What follows belongs to an exercise in optimizing a design on an open flow for small area, a short achievable clock period and few clock cycles; a production flow would make more cautious choices.
At most, simulation tests tie the RTL to the original design; equivalence was not proved.
No activity file was given, so power comes from the tool's default toggle rates.

==> inputs of fjord <==
## wr_gen_top
module wr_gen_top (
  input  logic                 clk,
  input  logic                 reset_n,
  input  logic                 i_start,
  input  wr_gen_pkg::count_t   i_nai,
  input  wr_gen_pkg::pattern_t i_base_p,
  input  wr_gen_pkg::addr_t    i_base_x,
  input  wr_gen_pkg::incr_t    i_rai,
  input  wr_gen_pkg::psize_t   i_pattern_size,
  input  wr_gen_pkg::mask_t    i_byte_mask,
  input  logic                 i_wr_ready,
  output logic                 o_busy,
  output logic                 o_wr_valid,
  output wr_gen_pkg::addr_t    o_wr_addr,
  output wr_gen_pkg::line_t    o_wr_data,
  output wr_gen_pkg::mask_t    o_wr_strb
);
  logic                 busy;
  logic                 valid;
  wr_gen_pkg::count_t   rem;       
  wr_gen_pkg::addr_t    addr;      
  logic [31:0]          lanes_n;   
  wr_gen_pkg::mask_t    mask_n;
  logic [31:0]          lanes;
  logic start_run;
  logic accept;
  logic size1, size2, size4;
  logic [31:0] base_lanes;
  logic [31:0] next_lanes;
  assign start_run = i_start && !busy;
  assign accept    = valid && i_wr_ready;
  assign size1 = (i_pattern_size == 3'd1);
  assign size2 = (i_pattern_size == 3'd2);
  assign size4 = (i_pattern_size == 3'd4);
  always_comb
  begin
    base_lanes = '0;
    if (size1)
      base_lanes = {4{i_base_p[7:0]}};
    else if (size2)
      base_lanes = {2{i_base_p[15:0]}};
    else if (size4)
      base_lanes = i_base_p;
  end
  always_comb
  begin : step_lanes
    logic [7:0]  b0;
    logic [15:0] h0;
    logic [31:0] w0;
    b0 = lanes[7:0] + 1'b1;
    h0 = lanes[15:0] + 1'b1;
    w0 = lanes + 1'b1;
    if (size4)
      next_lanes = w0;
    else if (size2)
      next_lanes = {2{h0}};
    else if (size1)
      next_lanes = {4{b0}};
    else
      next_lanes = '0;
  end
  always_ff @(posedge clk)
  begin
    if (!reset_n)
    begin
      busy  <= 1'b0;
      valid <= 1'b0;
    end
    else if (start_run)
    begin
      busy  <= 1'b1;
      valid <= (i_nai != '0);
    end
    else if (!valid || (accept && (rem == 9'd1)))
  ...
==> module wr_gen_top, before the edit <==
module wr_gen_top (
  input  logic                 clk,
  input  logic                 reset_n,
  input  logic                 i_start,
  input  wr_gen_pkg::count_t   i_nai,
  input  wr_gen_pkg::pattern_t i_base_p,
  input  wr_gen_pkg::addr_t    i_base_x,
  input  wr_gen_pkg::incr_t    i_rai,
  input  wr_gen_pkg::psize_t   i_pattern_size,
  input  wr_gen_pkg::mask_t    i_byte_mask,
  input  logic                 i_wr_ready,
  output logic                 o_busy,
  output logic                 o_wr_valid,
  output wr_gen_pkg::addr_t    o_wr_addr,
  output wr_gen_pkg::line_t    o_wr_data,
  output wr_gen_pkg::mask_t    o_wr_strb
);
  logic                 busy;
  logic                 valid;
  wr_gen_pkg::count_t   rem;       
  wr_gen_pkg::addr_t    addr;      
  logic [31:0]          lanes_n;   
  wr_gen_pkg::mask_t    mask_n;
  logic [31:0]          lanes;
  logic start_run;
  logic accept;
  logic size1, size2, size4;
  logic [31:0] base_lanes;
  logic [31:0] next_lanes;
  assign start_run = i_start && !busy;
  assign accept    = valid && i_wr_ready;
  assign size1 = (i_pattern_size == 3'd1);
  assign size2 = (i_pattern_size == 3'd2);
  assign size4 = (i_pattern_size == 3'd4);
  always_comb
  begin
    base_lanes = '0;
    if (size1)
      base_lanes = {4{i_base_p[7:0]}};
    else if (size2)
      base_lanes = {2{i_base_p[15:0]}};
    else if (size4)
      base_lanes = i_base_p;
  end
  always_comb
  begin : step_lanes
    logic [7:0]  b0;
    logic [15:0] h0;
    logic [31:0] w0;
    b0 = lanes[7:0] + 1'b1;
    h0 = lanes[15:0] + 1'b1;
    w0 = lanes + 1'b1;
    if (size4)
      next_lanes = w0;
    else if (size2)
      next_lanes = {2{h0}};
    else if (size1)
      next_lanes = {4{b0}};
    else
      next_lanes = '0;
  end
  always_ff @(posedge clk)
  begin
    if (!reset_n)
    begin
      busy  <= 1'b0;
      valid <= 1'b0;
    end
    else if (start_run)
    begin
      busy  <= 1'b1;
      valid <= (i_nai != '0);
    end
    else if (!valid || (accept && (rem == 9'd1)))
    begin
      busy  <= 1'b0;
      valid <= 1'b0;
    end
  end
  always_ff @(posedge clk)
  begin
    if (start_run)
    begin
      rem   <= i_nai;
      addr  <= i_base_x;
      lanes_n <= ~base_lanes;
      mask_n  <= ~i_byte_mask;
    end
    else if (accept)
    begin
      rem   <= rem - 1'b1;
      addr  <= addr + wr_gen_pkg::addr_t'(i_rai);
      lanes_n <= ~next_lanes;
    end
  end
  assign o_busy     = busy;
  assign o_wr_valid = valid;
  assign o_wr_addr  = addr;
  assign o_wr_strb  = ~mask_n;
  assign lanes      = ~lanes_n;
  always_comb
  begin
    for (int i = 0; i < wr_gen_pkg::LINE_BYTES; i++)
      o_wr_data[i*8 +: 8] = ~({8{mask_n[i]}} | lanes_n[8*(i%4) +: 8]);
  end
endmodule
clock: 6.0 ns
lec_check: 0
abc_clock_period_in_ps: 2000
cap_margin: 20
core_area: 5 5 255 255
die_area: 0 0 260 260
slew_margin: 20
standard.sh (not shown) runs the stock make flow with config.mk's settings and CLKGATE_MAP_FILE= SYNTH_SCRIPT=/design/flow/synth_recipe.tcl, a recipe that flattens the netlist after the stock synthesis.
==> flow/flow/run.sh <==
#!/bin/bash
# The standard layout, with the port buffers made from buf_1 cells.
export BUFFER_PORTS_ARGS="-buffer_cell sky130_fd_sc_hd__buf_1"
bash standard.sh > standard.log 2>&1
==> inputs of pepper, as changes to fjord <==
--- a/flow/design.v
+++ b/flow/design.v
@@ -35,14 +35,18 @@
   logic                 valid;
   wr_gen_pkg::count_t   rem;       
   wr_gen_pkg::addr_t    addr;      
+  wr_gen_pkg::incr_t    rai;       
   logic [31:0]          lanes_n;   
-  wr_gen_pkg::mask_t    mask_n;
+  wr_gen_pkg::mask_t    mask;      
   logic [31:0]          lanes;
   logic start_run;
   logic accept;
   logic size1, size2, size4;
+  logic size1_q, size2_q, size4_q;   
   logic [31:0] base_lanes;
   logic [31:0] next_lanes;
+  wr_gen_pkg::addr_t addr_next;
+  wr_gen_pkg::count_t rem_next;
   assign start_run = i_start && !busy;
   assign accept    = valid && i_wr_ready;
   assign size1 = (i_pattern_size == 3'd1);
@@ -60,20 +64,64 @@
   end
   always_comb
   begin : step_lanes
-    logic [7:0]  b0;
-    logic [15:0] h0;
-    logic [31:0] w0;
-    b0 = lanes[7:0] + 1'b1;
-    h0 = lanes[15:0] + 1'b1;
-    w0 = lanes + 1'b1;
-    if (size4)
-      next_lanes = w0;
-    else if (size2)
-      next_lanes = {2{h0}};
-    else if (size1)
-      next_lanes = {4{b0}};
-    else
-      next_lanes = '0;
+    logic       step;
+    logic [3:0] cin;      
+    logic [7:0] ones;     
+    step   = accept && (size1_q || size2_q || size4_q);
+    cin[0] = 1'b1;
+    cin[1] = size1_q || (&lanes[7:0]);
+    cin[2] = !size4_q || (&lanes[15:0]);
+    cin[3] = size1_q || (size2_q && (&lanes[7:0])) || (&lanes[23:0]);
+    for (int b = 0; b < 4; b++)
+    begin
+      ones[0] = 1'b1;
+      for (int i = 1; i < 8; i++)
+        ones[i] = ones[i-1] && lanes[8*b+i-1];
+      for (int i = 0; i < 8; i++)
+        next_lanes[8*b+i] = lanes[8*b+i] ^ (step && cin[b] && ones[i]);
+    end
+  end
+  localparam int RW = 38;   
+  localparam int AW = 52;   
+  localparam int LV = $clog2(RW);
+  logic [RW-1:0] pg_g [LV+1];
+  logic [RW-1:0] pg_p [LV+1];
+  logic [RW-1:0] half_sum;
+  logic [AW-RW-1:0] hi_all;    
+  assign pg_g[0]  = addr[RW-1:0] & rai;
+  assign pg_p[0]  = addr[RW-1:0] ^ rai;
+  assign half_sum = pg_p[0];
+  for (genvar l = 0; l < LV; l++)
+  begin : g_level
+    for (genvar i = 0; i < RW; i++)
+    begin : g_bit
+      if ((i >> l) % 2 == 1)
+      begin : g_join
+        localparam int J = ((i >> l) << l) - 1;
+        assign pg_g[l+1][i] = pg_g[l][i] | (pg_p[l][i] & pg_g[l][J]);
+        assign pg_p[l+1][i] = pg_p[l][i] & pg_p[l][J];
+      end
+      else
+      begin : g_pass
+        assign pg_g[l+1][i] = pg_g[l][i];
+        assign pg_p[l+1][i] = pg_p[l][i];
+      end
+    end
+  end
+  always_comb
+  begin
+    hi_all[0] = 1'b1;
+    for (int j = 1; j < AW - RW; j++)
+      hi_all[j] = hi_all[j-1] & addr[RW+j-1];
+  end
+  assign addr_next[0] = half_sum[0];
+  for (genvar i = 1; i < RW; i++)
+  begin : g_sum
+    assign addr_next[i] = half_sum[i] ^ pg_g[LV][i-1];
+  end
+  for (genvar j = 0; j < AW - RW; j++)
+  begin : g_hi
+    assign addr_next[RW+j] = addr[RW+j] ^ (pg_g[LV][RW-1] & hi_all[j]);
   end
   always_ff @(posedge clk)
   begin
@@ -95,28 +143,51 @@
   end
   always_ff @(posedge clk)
   begin
-    if (start_run)
+    if (!busy)
+      addr  <= i_base_x;
+    else if (accept)
+      addr  <= addr_next;
+  end
+  always_comb
+  begin : step_rem
+    logic zeros;   
+    zeros = 1'b1;
+    for (int i = 0; i < 9; i++)   
     begin
-      rem   <= i_nai;
-      addr  <= i_base_x;
+      rem_next[i] = rem[i] ^ (accept && zeros);
+      zeros = zeros && !rem[i];
+    end
+  end
+  always_ff @(posedge clk)
+  begin
+    if (!busy)
+      rem <= i_nai;
+    else
+      rem <= rem_next;
+  end
+  always_ff @(posedge clk)
+  begin
+    if (!busy)
       lanes_n <= ~base_lanes;
-      mask_n  <= ~i_byte_mask;
-    end
-    else if (accept)
-    begin
-      rem   <= rem - 1'b1;
-      addr  <= addr + wr_gen_pkg::addr_t'(i_rai);
+    else
       lanes_n <= ~next_lanes;
-    end
+  end
+  always_ff @(posedge clk)
+  begin
+    mask   <= i_byte_mask;
+    rai    <= i_rai;
+    size1_q <= size1;
+    size2_q <= size2;
+    size4_q <= size4;
   end
   assign o_busy     = busy;
   assign o_wr_valid = valid;
   assign o_wr_addr  = addr;
-  assign o_wr_strb  = ~mask_n;
+  assign o_wr_strb  = mask;
   assign lanes      = ~lanes_n;
   always_comb
   begin
     for (int i = 0; i < wr_gen_pkg::LINE_BYTES; i++)
-      o_wr_data[i*8 +: 8] = ~({8{mask_n[i]}} | lanes_n[8*(i%4) +: 8]);
+      o_wr_data[i*8 +: 8] = ~({8{~mask[i]}} | lanes_n[8*(i%4) +: 8]);
   end
 endmodule
==> flow/flow/run.sh (replaced) <==
#!/bin/bash
# The standard layout, with the port buffers made from buf_1 cells and the
# pins allowed one routing track apart, so that they fit on a smaller die.
export BUFFER_PORTS_ARGS="-buffer_cell sky130_fd_sc_hd__buf_1"
export PLACE_PINS_ARGS="-min_distance 1 -min_distance_in_tracks"
bash standard.sh > standard.log 2>&1
Settings changed: ABC_AREA from default to 1, ABC_CLOCK_PERIOD_IN_PS 2000 to default, CORE_AREA 5 5 255 255 to 5 5 175 175, DIE_AREA 0 0 260 260 to 0 0 180 180, SETUP_SLACK_MARGIN from default to 3.5.
==> inputs of amber, as changes to fjord <==
--- a/flow/design.v
+++ b/flow/design.v
@@ -35,14 +35,18 @@
   logic                 valid;
   wr_gen_pkg::count_t   rem;       
   wr_gen_pkg::addr_t    addr;      
+  wr_gen_pkg::incr_t    rai;       
   logic [31:0]          lanes_n;   
-  wr_gen_pkg::mask_t    mask_n;
+  wr_gen_pkg::mask_t    mask;      
   logic [31:0]          lanes;
   logic start_run;
   logic accept;
   logic size1, size2, size4;
+  logic size1_q, size2_q, size4_q;   
   logic [31:0] base_lanes;
   logic [31:0] next_lanes;
+  wr_gen_pkg::addr_t addr_next;
+  wr_gen_pkg::count_t rem_next;
   assign start_run = i_start && !busy;
   assign accept    = valid && i_wr_ready;
   assign size1 = (i_pattern_size == 3'd1);
@@ -60,20 +64,64 @@
   end
   always_comb
   begin : step_lanes
-    logic [7:0]  b0;
-    logic [15:0] h0;
-    logic [31:0] w0;
-    b0 = lanes[7:0] + 1'b1;
-    h0 = lanes[15:0] + 1'b1;
-    w0 = lanes + 1'b1;
-    if (size4)
-      next_lanes = w0;
-    else if (size2)
-      next_lanes = {2{h0}};
-    else if (size1)
-      next_lanes = {4{b0}};
-    else
-      next_lanes = '0;
+    logic       step;
+    logic [3:0] cin;      
+    logic [7:0] ones;     
+    step   = accept && (size1_q || size2_q || size4_q);
+    cin[0] = 1'b1;
+    cin[1] = size1_q || (&lanes[7:0]);
+    cin[2] = !size4_q || (&lanes[15:0]);
+    cin[3] = size1_q || (size2_q && (&lanes[7:0])) || (&lanes[23:0]);
+    for (int b = 0; b < 4; b++)
+    begin
+      ones[0] = 1'b1;
+      for (int i = 1; i < 8; i++)
+        ones[i] = ones[i-1] && lanes[8*b+i-1];
+      for (int i = 0; i < 8; i++)
+        next_lanes[8*b+i] = lanes[8*b+i] ^ (step && cin[b] && ones[i]);
+    end
+  end
+  localparam int RW = 38;   
+  localparam int AW = 52;   
+  localparam int LV = $clog2(RW);
+  logic [RW-1:0] pg_g [LV+1];
+  logic [RW-1:0] pg_p [LV+1];
+  logic [RW-1:0] half_sum;
+  logic [AW-RW-1:0] hi_all;    
+  assign pg_g[0]  = addr[RW-1:0] & rai;
+  assign pg_p[0]  = addr[RW-1:0] ^ rai;
+  assign half_sum = pg_p[0];
+  for (genvar l = 0; l < LV; l++)
+  begin : g_level
+    for (genvar i = 0; i < RW; i++)
+    begin : g_bit
+      if ((i >> l) % 2 == 1)
+      begin : g_join
+        localparam int J = ((i >> l) << l) - 1;
+        assign pg_g[l+1][i] = pg_g[l][i] | (pg_p[l][i] & pg_g[l][J]);
+        assign pg_p[l+1][i] = pg_p[l][i] & pg_p[l][J];
+      end
+      else
+      begin : g_pass
+        assign pg_g[l+1][i] = pg_g[l][i];
+        assign pg_p[l+1][i] = pg_p[l][i];
+      end
+    end
+  end
+  always_comb
+  begin
+    hi_all[0] = 1'b1;
+    for (int j = 1; j < AW - RW; j++)
+      hi_all[j] = hi_all[j-1] & addr[RW+j-1];
+  end
+  assign addr_next[0] = half_sum[0];
+  for (genvar i = 1; i < RW; i++)
+  begin : g_sum
+    assign addr_next[i] = half_sum[i] ^ pg_g[LV][i-1];
+  end
+  for (genvar j = 0; j < AW - RW; j++)
+  begin : g_hi
+    assign addr_next[RW+j] = addr[RW+j] ^ (pg_g[LV][RW-1] & hi_all[j]);
   end
   always_ff @(posedge clk)
   begin
@@ -95,28 +143,51 @@
   end
   always_ff @(posedge clk)
   begin
-    if (start_run)
+    if (!busy)
+      addr  <= i_base_x;
+    else if (accept)
+      addr  <= addr_next;
+  end
+  always_comb
+  begin : step_rem
+    logic zeros;   
+    zeros = 1'b1;
+    for (int i = 0; i < 9; i++)   
     begin
-      rem   <= i_nai;
-      addr  <= i_base_x;
+      rem_next[i] = rem[i] ^ (accept && zeros);
+      zeros = zeros && !rem[i];
+    end
+  end
+  always_ff @(posedge clk)
+  begin
+    if (!busy)
+      rem <= i_nai;
+    else
+      rem <= rem_next;
+  end
+  always_ff @(posedge clk)
+  begin
+    if (!busy)
       lanes_n <= ~base_lanes;
-      mask_n  <= ~i_byte_mask;
-    end
-    else if (accept)
-    begin
-      rem   <= rem - 1'b1;
-      addr  <= addr + wr_gen_pkg::addr_t'(i_rai);
+    else
       lanes_n <= ~next_lanes;
-    end
+  end
+  always_ff @(posedge clk)
+  begin
+    mask   <= i_byte_mask;
+    rai    <= i_rai;
+    size1_q <= size1;
+    size2_q <= size2;
+    size4_q <= size4;
   end
   assign o_busy     = busy;
   assign o_wr_valid = valid;
   assign o_wr_addr  = addr;
-  assign o_wr_strb  = ~mask_n;
+  assign o_wr_strb  = mask;
   assign lanes      = ~lanes_n;
   always_comb
   begin
     for (int i = 0; i < wr_gen_pkg::LINE_BYTES; i++)
-      o_wr_data[i*8 +: 8] = ~({8{mask_n[i]}} | lanes_n[8*(i%4) +: 8]);
+      o_wr_data[i*8 +: 8] = ~({8{~mask[i]}} | lanes_n[8*(i%4) +: 8]);
   end
 endmodule
==> flow/flow/run.sh (replaced) <==
#!/bin/bash
# The standard layout, with the port buffers made from buf_1 cells and the
# pins allowed one routing track apart, so that they fit on a smaller die.
export BUFFER_PORTS_ARGS="-buffer_cell sky130_fd_sc_hd__buf_1"
export PLACE_PINS_ARGS="-min_distance 1 -min_distance_in_tracks"
bash standard.sh > standard.log 2>&1
Settings changed: ABC_AREA from default to 1, ABC_CLOCK_PERIOD_IN_PS 2000 to default, CORE_AREA 5 5 255 255 to 5 5 185 185, DIE_AREA 0 0 260 260 to 0 0 190 190, SETUP_SLACK_MARGIN from default to 3.55.
==> comparison table <==
item	amber	fjord	pepper
Status	no timing/DRC/antenna violations	no timing/DRC/antenna violations	stopped before the end
Stage where the flow stopped	-	-	global routing
Residual DRC	0	0	-
Pwr Density	265.4 nW/um2	257.7 nW/um2	-
Syn Area/Cell	6.746 um2	7.197 um2	6.746 um2
Met3 wire length	6369 um	6778 um	-
Register share of total power	0.410	0.387	-
Seq area share	0.2888	0.2832	-
Xor-xnor portion of the synthesized cell area	0.01573	0.05915	0.01573
Post-synth EDFFs	52	157	52
Area of the die	36,100 um2	67,600 um2	-
Hold path endpoint	rem[3]	busy	-
Simple-gate share of the synthesized area	0.3634	0.2768	0.3634
Worst reg2reg path endpoint	addr[33]	addr[32]	-
Wirelength per Cell	18.75 um	20.08 um	-
Comb_multi_in	1,197	1,270	-
Largest contributor to cell area by class	multi-input combinational cells	multi-input combinational cells	-
Testbench counts of pepper, summed over its fixed seeds: cycles 134,802.
Testbench counts of amber, summed over its fixed seeds: cycles 134,802.
Function not checked in fjord: the RTL went through the layout flow alone.

## re-timing with driven ports
No port has a modelled driver above. Below, the same layouts with a new extraction and two added sets of constraints.
Step 1: set_driving_cell puts a clkbuf_16 on clk and a buf_2 on each other input, an assumption about the parent block.
Step 2 adds t to the input delays and takes it off the output delays; t is the mean of the earliest and latest rising clock arrival at the registers after step 1. Input paths then give back, and output paths get back, about the clock's delay inside the block.
Three values: ideal ports, drivers, drivers and shift; two values: the first two.
run | t, ns | slack for setup (ns) | latest minus earliest clock arrival (ns)
fjord | 0.538 | 2.277 / 2.290 / 1.753 | 0.019 / 0.019
amber | 0.491 | 3.542 / 3.490 / 3.200 | 0.018 / 0.017
After both steps every run listed still meets setup and hold. For fjord, which loses most, drivers alone change the setup slack by +0.013 ns; drivers and shift together by -0.524 ns.
